This is an optimization exercise on Yosys and OpenROAD, whose aim is small area, not a production implementation. Function was checked by simulation only, so behaviour that the tests miss may differ from the original. No driver is modelled on the clock port, so clocking that relies on it looks cheaper here than on a real chip.

==> build 46: inputs <==
==> flow/design.v (excerpt) <==
module quantizer (
	input  wire              clk,
	input  wire              srst_n,
	input  wire              enable,
	input  wire              mode,
	input  wire [64*11-1:0]  dct,
	output wire [64*11-1:0]  q,
	output wire              valid
);
localparam int coef_w      = 11;               
localparam int block_len   = 64;
localparam int block_dim   = 8;                
localparam int pipe_depth  = 3;
localparam logic qm_table_a = 1'b0;
localparam logic qm_table_b = 1'b1;
function automatic int shift_of(input logic m, input int idx);
	int row;
	int col;
	int sh;
	row = idx / block_dim;
	col = idx % block_dim;
	if (row == 0 && col < 3) sh = 4 + col;                   
	else if (row == 0 && col == 3) sh = (m == qm_table_a) ? 7 : 6;
	else if (row == 1 && col < 2) sh = 5 + col;              
	else if (row == 1 && col == 2 && m == qm_table_b) sh = 6;
	else if (row == 2 && col == 0) sh = 6;
	else if (row == 4 && col == 4 && m == qm_table_a) sh = 4;
	else sh = 9;
	shift_of = sh;
endfunction
	logic [pipe_depth-1:0] stage_en;
	quant_valid_pipe u_valid_pipe (
		.clk      (clk),
		.srst_n   (srst_n),
		.enable   (enable),
		.stage_en (stage_en)
	);
	assign valid = stage_en[pipe_depth-1];  
	for (genvar i = 0; i < block_len; i++) begin : g_lane
		quant_input_stage #(.idx(i)) u_lane (
			.clk  (clk),
			.mode (mode),
			.c    (dct[i*coef_w +: coef_w]),
			.q    (q[i*coef_w +: coef_w])
		);
	end
endmodule
clock: 5.0 ns
lec_check: 0
cap_margin: 20
core_area: 120 120 300 300
die_area: 0 0 420 420
slew_margin: 20
standard.sh (not shown) runs the stock make flow with config.mk's settings and CLKGATE_MAP_FILE= SYNTH_SCRIPT=/design/flow/synth_recipe.tcl, a recipe that flattens the netlist after the stock synthesis.
==> flow/flow/run.sh <==
#!/bin/bash
# Standard ORFS layout (the standard.sh) with these changes:
#  - synthesis: after elaboration, the coarse lanes' gate modules are bound
#    to the sky130hd cells they describe (canon.tcl, cells.v), and there is
#    no half/full-adder extraction, so ABC maps the few increments itself;
#  - ports get the smallest buffer (buf_1);
#  - the clock tree is built by clock_tree.tcl: the registers in 36 groups
#    of equal size by position, a clkbuf_8 per group and one clkbuf_16 root.
# All tool output goes to standard.log in this folder (and ORFS's own logs
# under orfs/logs).
set -euo pipefail
cd "$(dirname "$0")/.."
here="$PWD"
bash standard.sh \
	ADDER_MAP_FILE= \
	SYNTH_CANONICALIZE_TCL="$here/flow/canon.tcl" \
	QUANT_CELLS_V="$here/flow/cells.v" \
	BUFFER_PORTS_ARGS="-buffer_cell sky130_fd_sc_hd__buf_1" \
	PRE_CTS_TCL="$here/flow/clock_tree.tcl" \
	CTS_ARGS="-clk_nets clk -dont_use_dummy_load -buf_list sky130_fd_sc_hd__clkbuf_8" \
	finish > standard.log 2>&1
==> flow/flow/clock_tree.tcl <==
# Sourced by ORFS cts.tcl before clock_tree_synthesis (PRE_CTS_TCL); the
# CTS call that follows is limited to the net clk, which then has only the
# root buffer as its sink, so it adds nothing.
# Two-level clock tree: the registers are split into NX x NY groups of
# equal size by position (columns by x, then rows by y within a column);
# each group gets a leaf buffer at its centre, and one root buffer at the
# centre of the leaves drives them all from the clock port.
set nx 6
set ny 6
set leaf_master sky130_fd_sc_hd__clkbuf_8
set root_master sky130_fd_sc_hd__clkbuf_16
set block [ord::get_db_block]
set clk_net [$block findNet clk]
set sinks {}
foreach it [$clk_net getITerms] {
  set inst [$it getInst]
  lassign [$inst getLocation] x y
  lappend sinks [list $it $x $y]
}
set n [llength $sinks]
set sinks [lsort -integer -index 1 $sinks]
set cols {}
for {set i 0} {$i < $nx} {incr i} {
  set a [expr {$i * $n / $nx}]
  set b [expr {($i + 1) * $n / $nx - 1}]
  lappend cols [lrange $sinks $a $b]
}
set groups {}
foreach col $cols {
  set col [lsort -integer -index 2 $col]
  set m [llength $col]
  for {set j 0} {$j < $ny} {incr j} {
    set a [expr {$j * $m / $ny}]
    set b [expr {($j + 1) * $m / $ny - 1}]
    lappend groups [lrange $col $a $b]
  }
}
set lm [[ord::get_db] findMaster $leaf_master]
set rm [[ord::get_db] findMaster $root_master]
set root_net [odb::dbNet_create $block clknet_root]
$root_net setSigType CLOCK
set k 0
set lx 0; set ly 0
foreach g $groups {
  set sx 0; set sy 0
  foreach s $g { incr sx [lindex $s 1]; incr sy [lindex $s 2] }
  set cx [expr {$sx / [llength $g]}]
  set cy [expr {$sy / [llength $g]}]
  set buf [odb::dbInst_create $block $lm clkbuf_leaf_$k]
  $buf setLocation $cx $cy
  $buf setPlacementStatus PLACED
  set net [odb::dbNet_create $block clknet_leaf_$k]
  $net setSigType CLOCK
  foreach s $g {
    set it [lindex $s 0]
    $it disconnect
    $it connect $net
  }
  [$buf findITerm X] connect $net
  [$buf findITerm A] connect $root_net
  incr lx $cx; incr ly $cy
  incr k
}
set root [odb::dbInst_create $block $rm clkbuf_root]
$root setLocation [expr {$lx / $k}] [expr {$ly / $k}]
$root setPlacementStatus PLACED
[$root findITerm A] connect $clk_net
[$root findITerm X] connect $root_net
puts "clock tree: $n sinks in $k groups"
Other scripts of this flow, unchanged in this note and not shown: flow/flow/canon.tcl, flow/flow/cells.v
==> build 88 (differences from build 46) <==
- CORE_AREA: 120 120 300 300 -> 125 125 295 295
==> trial 49 (differences from build 46) <==
--- a/flow/flow/run.sh
+++ b/flow/flow/run.sh
@@ -4,8 +4,8 @@
 #    to the sky130hd cells they describe (canon.tcl, cells.v), and there is
 #    no half/full-adder extraction, so ABC maps the few increments itself;
 #  - ports get the smallest buffer (buf_1);
-#  - the clock tree is built by clock_tree.tcl: the registers in 36 groups
-#    of equal size by position, a clkbuf_8 per group and one clkbuf_16 root.
+#  - the clock tree is built by clock_tree.tcl: the registers in 35 groups
+#    of equal size by position, a clkbuf_8 per group and one clkbuf_8 root.
 # All tool output goes to standard.log in this folder (and ORFS's own logs
 # under orfs/logs).
 set -euo pipefail
--- a/flow/flow/clock_tree.tcl
+++ b/flow/flow/clock_tree.tcl
@@ -5,10 +5,10 @@
 # equal size by position (columns by x, then rows by y within a column);
 # each group gets a leaf buffer at its centre, and one root buffer at the
 # centre of the leaves drives them all from the clock port.
-set nx 6
-set ny 6
+set nx 5
+set ny 7
 set leaf_master sky130_fd_sc_hd__clkbuf_8
-set root_master sky130_fd_sc_hd__clkbuf_16
+set root_master sky130_fd_sc_hd__clkbuf_8
 set block [ord::get_db_block]
 set clk_net [$block findNet clk]
 set sinks {}
==> impl_metrics.py <==
metrics = {
    "power_and_ir_drop": {
        "switching_share_pct": 29.7,
        "leakage_nw": 8.28,
        "pg_comb_w": 0.00151,
    },
    "timing": {
        "finalCritPeriodShare_pct": 54.9,
    },
    "placement": {
        "hpwl_mm": 180,
    },
    "run_status": {
        "status": "timing/DRC/antenna clean",
    },
    "clock_network": {
        "clk_pin_slew_ps": 100,
    },
    "finish": {
        "nets": 2780,
        "n_antenna_cell": 17,
        "seq_share_pct": 66.5,
    },
    "die": {
        "rows": 65,
    },
}
The numbers above come from build 46.

==> impl_metrics.py <==
metrics = {
    "run_status": {
        "status": "timing/DRC/antenna clean",
    },
    "finish": {
        "seq_share_pct": 66.5,
    },
    "die": {
        "rows": 65,
    },
    "placement": {
        "hpwl_mm": 180,
    },
    "power_and_ir_drop": {
        "switching_share_pct": 29.7,
        "leakage_nw": 8.27,
    },
    "timing": {
        "fin_skew_ps": 17.4,
        "finalCritPeriodShare_pct": 58.9,
    },
    "critical_path": {
        "crit_chain": "buf_1",
    },
}
The numbers above come from trial 49.

==> impl_metrics.py <==
metrics = {
    "power_and_ir_drop": {
        "pg_comb_w": 0.00156,
        "switching_share_pct": 29.9,
        "leakage_nw": 8.28,
    },
    "run_status": {
        "status": "complete, but fails checks",
        "so.violations": "antenna violations",
    },
    "finish": {
        "nets": 2781,
        "seq_share_pct": 66.6,
        "n_antenna_cell": 23,
    },
    "die": {
        "rows": 62,
    },
    "route": {
        "ant_nets": 1,
    },
    "clock_network": {
        "clk_pin_slew_ps": 110,
    },
    "timing": {
        "finalCritPeriodShare_pct": 57.1,
    },
}
The numbers above come from build 88.

what the ideal ports hide:
How much do the figures lean on ideal ports? The routed layouts below were timed once more, with nothing changed but the port constraints. Step 1 (the two cells are an assumption about what drives the block):
set clk [get_ports {clk}]
set_driving_cell -lib_cell sky130_fd_sc_hd__clkbuf_16 $clk
set_driving_cell -lib_cell sky130_fd_sc_hd__buf_2 [delete_from_list [all_inputs] $clk]
Step 2, shift: input delay + t, output delay - t, t = (earliest + latest rising clock arrival at the registers) / 2. This alone moves slack from input paths to output paths. Three values: ideal ports, drivers, drivers and shift; two values: the first two.
| run | t, ns | setup slack, ns | worst hold slack (ns) | slew at the worst register clock pin (ns) |
|---|---|---|---|---|
| build 46 | 0.650 | 2.253 / 2.177 / 2.734 | 0.331 / 0.331 / 0.331 | 0.11 / 0.11 |
| build 88 | 0.646 | 2.147 / 2.062 / 2.708 | 0.325 / 0.325 / 0.325 | 0.11 / 0.11 |
| trial 49 | 0.812 | 2.054 / 1.960 / 2.754 | 0.319 / 0.319 / 0.319 | 0.12 / 0.12 |
